This design comes from an exercise in tuning for small area and a short achievable clock period on the open sky130 flow, not from production work.
Where RTL was checked, it was by simulation tests only, not by an equivalence proof against the original.
Power is estimated from default activity; no workload was simulated.

==> trial 67 <==
==> flow/design.v (excerpt) <==
module data_mem_sized #(
  parameter int DEPTH     = 64,
  parameter int ADDR_W    = 8,
  parameter int LATENCY   = 1,
  parameter int INIT_MODE = 1
) (
  input  logic              clk,
  input  logic              rst,
  input  logic              req_valid,
  output logic              req_ready,
  input  logic              req_we,
  input  logic [1:0]        req_size,
  input  logic              req_unsigned,
  input  logic [ADDR_W-1:0] req_addr,
  input  logic [31:0]       req_wdata,
  output logic              resp_valid,
  output logic [31:0]       resp_rdata,
  output logic              resp_err,
  output logic              init_busy
);
clock: 8.0 ns
lec_check: 0
cap_margin: 20
core_margin: 2
core_utilization: 47
cts_cluster_diameter: 80
cts_cluster_size: 30
place_density: 0.57
setup_slack_margin: 5
slew_margin: 20
synth_hierarchical: 1
tns_end_percent: 100
run.sh (not shown) runs the stock make flow with config.mk's settings and CLKGATE_MAP_FILE= SYNTH_SCRIPT=/design/flow/synth_recipe.tcl, a recipe that flattens the netlist after the stock synthesis.
==> inputs of build 71, as changes to trial 67 <==
--- a/flow/design.v
+++ b/flow/design.v
@@ -26,16 +26,10 @@
   input  logic [3:0] sel,
   input  logic [3:0] b7,
   output logic       s
 );
   assign s = |(sel & b7);
-endmodule
-module dm_nand4en (
-  input  logic a, b, c, d, en,
-  output logic y
-);
-  assign y = en & ~(a & b & c & d);
 endmodule
 module dm_nand2 (
   input  logic a, b,
   output logic y
 );
@@ -138,40 +132,32 @@
       sel1_hi = 1'b0;
       sel1_s  = 1'b0;
       selw    = 1'b0;
     end
   end
-  logic [63:0] sgn_w;
-  for (genvar w = 0; w < 64; w++) begin : g_sgnw
-    dm_sign u_sgn (
-      .sel(ssel),
-      .b7({mem_q[32*w+31], mem_q[32*w+23], mem_q[32*w+15], mem_q[32*w+7]}),
-      .s(sgn_w[w])
-    );
-  end
-  logic [2:0] sgn;
-  for (genvar j = 0; j < 33; j++) begin : g_rcol
+  for (genvar j = 0; j < 32; j++) begin : g_rcol
     logic [7:0]  t2;
     logic [3:0]  t3;
     for (genvar g = 0; g < 8; g++) begin : g_l2
       logic [7:0] dcol;
       for (genvar i = 0; i < 8; i++) begin : g_d
-        assign dcol[i] = (j < 32) ? mem_q[32*(8*g+i)+(j % 32)] : sgn_w[8*g+i];
+        assign dcol[i] = mem_q[32*(8*g+i)+j];
       end
       dm_rd8 u_g (.s(rowsel[8*g +: 8]), .d(dcol), .y(t2[g]));
     end
     for (genvar g = 0; g < 4; g++) begin : g_l3
       dm_nor2 u_g (.a(t2[2*g]), .b(t2[2*g+1]), .y(t3[g]));
     end
-    if (j < 32) begin : g_data
-      dm_nand4 u_l4 (.a(t3[0]), .b(t3[1]), .c(t3[2]), .d(t3[3]), .y(rd_word[j]));
-    end else begin : g_sign
-      for (genvar c = 0; c < 3; c++) begin : g_c
-        dm_nand4en u_l4 (.a(t3[0]), .b(t3[1]), .c(t3[2]), .d(t3[3]),
-                         .en(c == 0 ? sel1_s : ld), .y(sgn[c]));
-      end
-    end
+    dm_nand4 u_l4 (.a(t3[0]), .b(t3[1]), .c(t3[2]), .d(t3[3]), .y(rd_word[j]));
+  end
+  logic [2:0] sgn;
+  for (genvar c = 0; c < 3; c++) begin : g_sgn
+    dm_sign u_sgn (
+      .sel(ssel & {4{c == 0 ? sel1_s : ld}}),
+      .b7({rd_word[31], rd_word[23], rd_word[15], rd_word[7]}),
+      .s(sgn[c])
+    );
   end
   logic [31:0] rdw_q;
   logic [2:0]  sgn_q;
   logic [3:0]  sel0_q;
   logic        sel1_lo_q, sel1_hi_q, selw_q;
==> flow/config.mk (replaced) <==
export PLATFORM = sky130hd
export DESIGN_NAME = data_mem_sized
export DESIGN_NICKNAME = data_mem_sized
export VERILOG_FILES = /design/flow/design.v
export SDC_FILE = /design/flow/constraint.sdc
export NUM_CORES = 4
export LEC_CHECK = 0
export CAP_MARGIN = 20
export CORE_MARGIN = 2
export CORE_UTILIZATION = 40
export CTS_CLUSTER_DIAMETER = 100
export CTS_CLUSTER_SIZE = 25
export PLACE_DENSITY = 0.5
export SETUP_SLACK_MARGIN = 5
export SLEW_MARGIN = 20
export SYNTH_HIERARCHICAL = 1
export TNS_END_PERCENT = 100
==> inputs of build 20, as changes to trial 67 <==
==> flow/design.v (replaced) <==
`default_nettype none
module dm_a22o (
  input  logic a1, a2, b1, b2,
  output logic x
);
  assign x = (a1 & a2) | (b1 & b2);
endmodule
module dm_rd8 (
  input  logic [7:0] s,
  input  logic [7:0] d,
  output logic       y
);
  logic [3:0] t;
  for (genvar i = 0; i < 4; i++) begin : g_t
    assign t[i] = ~((s[2*i] & d[2*i]) | (s[2*i+1] & d[2*i+1]));
  end
  assign y = ~&t;
endmodule
module dm_nand4 (
  input  logic a, b, c, d,
  output logic y
);
  assign y = ~(a & b & c & d);
endmodule
module dm_sign (
  input  logic [3:0] sel,
  input  logic [3:0] b7,
  output logic       s
);
  assign s = |(sel & b7);
endmodule
module dm_nor2 (
  input  logic a, b,
  output logic y
);
  assign y = ~(a | b);
endmodule
module data_mem_sized #(
  parameter int DEPTH     = 64,
  parameter int ADDR_W    = 8,
  parameter int LATENCY   = 1,
  parameter int INIT_MODE = 1
) (
  input  logic              clk,
  input  logic              rst,
  input  logic              req_valid,
  output logic              req_ready,
  input  logic              req_we,
  input  logic [1:0]        req_size,
  input  logic              req_unsigned,
  input  logic [ADDR_W-1:0] req_addr,
  input  logic [31:0]       req_wdata,
  output logic              resp_valid,
  output logic [31:0]       resp_rdata,
  output logic              resp_err,
  output logic              init_busy
);
  logic [2047:0] mem_q;    
  logic [2047:0] mem_d;
  logic        busy_q;
  logic        ready_q;
  logic [5:0]  cnt_q;
  logic        resp_valid_q;
  logic [31:0] resp_rdata_q;
  logic        resp_err_q;
  logic        req_err;
  logic        accept;
  logic        st;
  logic [31:0] rd_word;
  logic [31:0] load_data;
  logic [3:0]  lane_mask;
  logic [31:0] lane_data;
  assign accept = req_valid && !busy_q && !rst;
  always_comb begin
    case (req_size)
      2'b00:   req_err = 1'b0;
      2'b01:   req_err = req_addr[0];
      2'b10:   req_err = |req_addr[1:0];
      default: req_err = 1'b1;
    endcase
  end
  logic [7:0]  pre_lo, pre_hi;
  logic [63:0] rowsel;
  always_comb begin
    for (int i = 0; i < 8; i++) begin
      pre_lo[i] = (req_addr[4:2] == 3'(i));
      pre_hi[i] = (req_addr[7:5] == 3'(i));
    end
    for (int w = 0; w < 64; w++) rowsel[w] = pre_lo[w % 8] && pre_hi[w / 8];
  end
  for (genvar j = 0; j < 32; j++) begin : g_rcol
    logic [7:0]  t2;
    logic [3:0]  t3;
    for (genvar g = 0; g < 8; g++) begin : g_l2
      logic [7:0] dcol;
      for (genvar i = 0; i < 8; i++) begin : g_d
        assign dcol[i] = mem_q[32*(8*g+i)+j];
      end
      dm_rd8 u_g (.s(rowsel[8*g +: 8]), .d(dcol), .y(t2[g]));
    end
    for (genvar g = 0; g < 4; g++) begin : g_l3
      dm_nor2 u_g (.a(t2[2*g]), .b(t2[2*g+1]), .y(t3[g]));
    end
    dm_nand4 u_l4 (.a(t3[0]), .b(t3[1]), .c(t3[2]), .d(t3[3]), .y(rd_word[j]));
  end
  logic       ld;           
  logic [3:0] sel0;         
  logic       sel1_lo;      
  logic       sel1_hi;      
  logic       selw;         
  logic [3:0] ssel;         
  logic [3:0] ssel_b;       
  assign ld = !req_we && !req_err;
  always_comb begin
    sel0    = 4'b0000;
    sel1_lo = 1'b0;
    sel1_hi = 1'b0;
    selw    = 1'b0;
    ssel    = 4'b0000;
    case (req_size)
      2'b00: begin
        sel0 = 4'b0001 << req_addr[1:0];
        ssel = req_unsigned ? 4'b0000 : (4'b0001 << req_addr[1:0]);
      end
      2'b01: begin
        sel0    = req_addr[1] ? 4'b0100 : 4'b0001;
        sel1_lo = !req_addr[1];
        sel1_hi = req_addr[1];
        ssel    = req_unsigned ? 4'b0000 : (req_addr[1] ? 4'b1000 : 4'b0010);
      end
      default: begin
        sel0    = 4'b0001;
        sel1_lo = 1'b1;
        selw    = 1'b1;
      end
    endcase
    ssel_b = (req_size == 2'b00) ? ssel : 4'b0000;
    if (!ld) begin
      ssel_b  = 4'b0000;
      sel0    = 4'b0000;
      sel1_lo = 1'b0;
      sel1_hi = 1'b0;
      selw    = 1'b0;
      ssel    = 4'b0000;
    end
  end
  logic [2:0] sgn;
  for (genvar c = 0; c < 3; c++) begin : g_sgn
    dm_sign u_sgn (.sel(c == 0 ? ssel_b : ssel),
                   .b7({rd_word[31], rd_word[23], rd_word[15], rd_word[7]}), .s(sgn[c]));
  end
  always_comb begin
    for (int k = 0; k < 8; k++) begin
      load_data[k]    = (sel0[0] & rd_word[k])      | (sel0[1] & rd_word[8+k])
                      | (sel0[2] & rd_word[16+k])   | (sel0[3] & rd_word[24+k]);
      load_data[8+k]  = (sel1_lo & rd_word[8+k]) | (sel1_hi & rd_word[24+k]) | sgn[0];
      load_data[16+k] = (selw & rd_word[16+k]) | sgn[1];
      load_data[24+k] = (selw & rd_word[24+k]) | sgn[2];
    end
  end
  assign st = accept && req_we && !req_err;
  always_comb begin
    case (req_size)
      2'b00: begin
        lane_mask = 4'b0001 << req_addr[1:0];
        lane_data = {4{req_wdata[7:0]}};
      end
      2'b01: begin
        lane_mask = req_addr[1] ? 4'b1100 : 4'b0011;
        lane_data = {2{req_wdata[15:0]}};
      end
      default: begin
        lane_mask = 4'b1111;
        lane_data = req_wdata;
      end
    endcase
  end
  logic [3:0]  lane_en;
  logic [31:0] wd0, wd1;
  assign lane_en = st ? lane_mask : 4'h0;
  assign wd0 = busy_q ? 32'h0 : lane_data;
  assign wd1 = busy_q ? 32'h1F : lane_data;
  for (genvar w = 0; w < 64; w++) begin : g_word
    for (genvar b = 0; b < 4; b++) begin : g_lane
      logic wen, hold;
      assign wen  = (rowsel[w] & lane_en[b]) | busy_q;
      assign hold = ~((rowsel[w] & lane_en[b]) | busy_q);
      for (genvar j = 0; j < 8; j++) begin : g_bit
        localparam int K = 8*b + j;
        dm_a22o u_nxt (
          .a1(wen),  .a2((((w % 32) >> K) & 1) != 0 ? wd1[K] : wd0[K]),
          .b1(hold), .b2(mem_q[32*w+K]),
          .x(mem_d[32*w+K])
        );
      end
    end
  end
  always_ff @(posedge clk) begin
    mem_q <= mem_d;
  end
  always_ff @(posedge clk) begin
    if (rst) begin
      busy_q  <= 1'b1;
      ready_q <= 1'b0;
      cnt_q   <= 6'd0;
    end else if (busy_q) begin
      cnt_q <= cnt_q + 6'd1;
      if (cnt_q == 6'd63) begin
        busy_q  <= 1'b0;
        ready_q <= 1'b1;
      end
    end
  end
  always_ff @(posedge clk) begin
    resp_valid_q <= accept;
    resp_err_q   <= req_err;
    resp_rdata_q <= load_data;
  end
  assign req_ready  = ready_q;
  assign init_busy  = busy_q;
  assign resp_valid = resp_valid_q;
  assign resp_rdata = resp_rdata_q;
  assign resp_err   = resp_err_q;
endmodule
`default_nettype wire
==> flow/config.mk (replaced) <==
export PLATFORM = sky130hd
export DESIGN_NAME = data_mem_sized
export DESIGN_NICKNAME = data_mem_sized
export VERILOG_FILES = /design/flow/design.v
export SDC_FILE = /design/flow/constraint.sdc
export NUM_CORES = 4
export LEC_CHECK = 0
export CAP_MARGIN = 20
export CORE_MARGIN = 2
export CORE_UTILIZATION = 40
export CTS_CLUSTER_DIAMETER = 100
export CTS_CLUSTER_SIZE = 25
export PLACE_DENSITY = 0.5
export SETUP_SLACK_MARGIN = 5
export SLEW_MARGIN = 20
export SYNTH_HIERARCHICAL = 1
export TNS_END_PERCENT = 5
==> metrics.md <==
| Metric | Value |
|---|---|
| Status | `no timing/DRC/antenna violations` |
| Worst clock skew | `0.03469 ns` |
| Inst Count DP | `9125` |
| Global Route met3 Usage | `0.05101` |
| Non-Clock Buffer Area Fraction | `0.06539` |
| Seq/total area | `0.4675` |
| Pleak | `32.32 nW` |
-- figures above: build 20

==> metrics.md <==
| Metric | Value |
|---|---|
| Status | `no timing/DRC/antenna violations` |
| Seq/total area | `0.4624` |
| Non-Clock Buffer Area Fraction | `0.05669` |
| Pleak | `34.72 nW` |
| Worst clock skew | `0.04101 ns` |
| Global Route met3 Usage | `0.1175` |
-- figures above: trial 67

==> metrics.md <==
| Metric | Value |
|---|---|
| Clock Latency Late Sink | `0.79 ns` |
| Regs by FF count | `mem_q x2048, rdw_q x32, cnt_q x6` |
| Inst Count DP | `9183` |
| Status | `no timing/DRC/antenna violations` |
| Worst clock skew | `0.02190 ns` |
| Global Route met3 Usage | `0.06394` |
| Fin crit period | `3.464 ns` |
| Comb power frac | `0.022` |
| Non-Clock Buffer Area Fraction | `0.07250` |
| Seq/total area | `0.4636` |
| Pleak | `34.46 nW` |
-- figures above: build 71

Only the layout flow was run in build 71; the RTL was not checked for function there.

==> re-timing with driven ports <==
The flow's constraints put no driver on any port. The routed layouts listed below were extracted and timed again, unchanged, in two steps.
Step 1 sets driving cells, clkbuf_16 on the clock port and buf_2 on the other inputs (assumed; they add their load-dependent delay and slew).
Step 2, shift: input delay + t, output delay - t, t = (earliest + latest rising clock arrival at the registers) / 2. This alone moves slack from input paths to output paths.
a / b / c = ideal / step 1 / step 2; a / b = the first two.
run	t (ns)	setup WS [ns]	worst setup path after step 2	slew at the worst register clock pin (ns)	worst data-port slew with drivers (ns)
trial 67	0.857	4.534 / 4.442 / 3.942	input to register	0.12 / 0.12	0.21
build 71	0.870	4.536 / 4.450 / 3.872	input to register	0.11 / 0.11	0.19
build 20	0.881	4.365 / 4.346 / 3.465	input to register	0.11 / 0.11	0.11
After both steps setup and hold are still met in every run listed. The setup slack of build 20, which loses most, moves by -0.019 ns with the drivers and by -0.900 ns with both steps.
